Source: an optimization exercise on an open RTL-to-GDS flow (aim: small area, a short achievable clock period and few clock cycles per item). Production flows keep margins and buffers that such runs may drop.
Only simulation tests tie the RTL to the original design; equivalence was not proved.

## lms_two_input_neuron_trainer
module lms_two_input_neuron_trainer
(
  input  logic         clk,
  input  logic         rst,
  input  logic         sample_valid,
  output logic         sample_ready,
  input  logic [49:0]  sample,
  output logic         result_valid,
  input  logic         result_ready,
  output logic [104:0] result,
  input  logic         cfg_write,
  input  logic [1:0]   cfg_index,
  input  logic [23:0]  cfg_data
);
  function automatic [23:0] benc(input logic [15:0] y);
    logic [16:0] yy;
    logic [7:0]  one, two, ng;
    yy = {y, 1'b0};
    for (int i = 0; i < 8; i++) begin
      one[i] = yy[2*i+1] ^ yy[2*i];
      two[i] = (yy[2*i+2] & ~yy[2*i+1] & ~yy[2*i]) | (~yy[2*i+2] & yy[2*i+1] & yy[2*i]);
      ng[i]  = yy[2*i+2];
    end
    benc = {ng, two, one};
  endfunction
  function automatic [16:0] clip16(input logic [25:0] v);
    if (!v[25] && (v[24:15] != 10'h000))      clip16 = {16'h7fff, 1'b1};
    else if (v[25] && (v[24:15] != 10'h3ff))  clip16 = {16'h8000, 1'b1};
    else                                      clip16 = {v[15:0], 1'b0};
  endfunction
  function automatic [24:0] clip24(input logic [32:0] v);
    if (!v[32] && (v[31:23] != 9'h000))       clip24 = {24'h7fffff, 1'b1};
    else if (v[32] && (v[31:23] != 9'h1ff))   clip24 = {24'h800000, 1'b1};
    else                                      clip24 = {v[23:0], 1'b0};
  endfunction
  logic [1:0]  op;
  assign op = sample[49:48];
  logic e, p1, p2, p3, p4, p5, r1;
  logic [15:0] rate;
  logic [23:0] init_w1, init_w2, init_b;
  logic [23:0] w1, w2, b;
  logic [15:0] x1, x2;
  logic [15:0] tgt;
  logic        trn_q;
  logic [23:0] code_r;
  ...
For scale: about 3800 cells after synthesis, ~190 I/O pins.
==> flow/config.mk <==
export PLATFORM = sky130hd
export DESIGN_NAME = lms_two_input_neuron_trainer
export DESIGN_NICKNAME = lms_two_input_neuron_trainer
export VERILOG_FILES = /design/flow/design.v
export SDC_FILE = /design/flow/constraint.sdc
export NUM_CORES = 4
export LEC_CHECK = 0
export CAP_MARGIN = 20
export CORE_MARGIN = 2
export CORE_UTILIZATION = 40
export SLEW_MARGIN = 20
==> flow/constraint.sdc <==
create_clock -name core_clock -period 7.5 [get_ports {clk}]
set_input_delay 1.5000 -clock core_clock [delete_from_list [all_inputs] [get_ports {clk}]]
set_output_delay 1.5000 -clock core_clock [all_outputs]
set_load 0.01 [all_outputs]
run.sh (not shown) runs the stock make flow with config.mk's settings and CLKGATE_MAP_FILE= SYNTH_SCRIPT=/design/flow/synth_recipe.tcl, a recipe that flattens the netlist after the stock synthesis.
Testbench counts at the start, summed over its fixed seeds: cycles 13,626, items 3,200.
==> next run, changes <==
Settings changed: ABC_AREA from default to 1, CAP_MARGIN 20 to 5, CORE_UTILIZATION 40 to 60, SETUP_SLACK_MARGIN from default to 1.0, SLEW_MARGIN 20 to 5.
Synthesized cell count is higher by 17%.
Via count went up by 11%.
Setup slack improves by 0.25 ns.
Final area grows by 0.52%.
Worst hold slack gains 0.0046 ns.
Sequential share of layout area decreases by 0.12 points.
==> next run, changes <==
Settings changed: CORE_UTILIZATION 60 to 50, SETUP_SLACK_MARGIN 1.0 to 0.4.
After rerunning: The changed run finished with timing, DRC and antenna clean. Hold slack degrades by 0.0030 ns. Area after synthesis is unchanged. Via count went down by a few percent. Die area went up by about a fifth.
==> next run, changes <==
Settings changed: ABC_AREA 1 to default, CORE_UTILIZATION 50 to 60, SETUP_SLACK_MARGIN 0.4 to default.
Outcome:
- The new run ran to the end with violations: setup timing
- final cell count goes down by about 13%
- die area goes down by about 17%
- core utilization goes up by 14 points
- non-clock buffer count goes up by 101
- via count goes up by 0.45%
- wire length goes up by 3.0%
- global-route usage goes up by 9.2 points
- setup slack degrades by 0.65 ns
==> next run, changes <==
Settings changed: ABC_AREA from default to 1, PLACE_DENSITY from default to 0.66, SETUP_SLACK_MARGIN from default to 0.5.
=> Now the flow completed with no timing, DRC or antenna violations. Count of clock-buffer cells in the layout drops by 2. First-iteration DRC count decreases by 21%. Fmax climbs by about 9%. Register-to-register slack improves by 0.64 ns.
==> next run, changes <==
Settings changed: PLACE_DENSITY 0.66 to default, SETUP_SLACK_MARGIN 0.5 to 0.4.
What happened:
- hold slack is about the same
- via count decreases slightly

-- port drivers added, routing unchanged --
How much do the figures lean on ideal ports? The routed layouts below were timed once more, with nothing changed but the port constraints. Step 1, drivers: a clkbuf_16 drives clk and a buf_2 each remaining input, both assumed. Step 2 moves the port delays by t, midway between the first and last clock arrival at a register: inputs arrive t later, outputs are due t later. That takes back most of the time a late clock gives input paths. Slacks: no drivers / after step 1 / after step 2; pairs: no drivers / after step 1.
run	t, ns	setup slack, ns	hold WS [ns]	pins driven straight from the clock port
the first run	0.647	0.132 / 0.132 / 0.132	0.454 / 0.454 / 0.454	1
the second run	0.639	0.378 / 0.378 / 0.378	0.458 / 0.458 / 0.458	1
the third run	0.649	0.610 / 0.610 / 0.610	0.455 / 0.455 / 0.455	1
the fourth run	0.653	-0.040 / -0.040 / -0.040	0.457 / 0.457 / 0.457	1
the fifth run	0.655	0.604 / 0.604 / 0.604	0.455 / 0.455 / 0.455	1
the sixth run	0.656	0.485 / 0.485 / 0.485	0.455 / 0.455 / 0.455	1
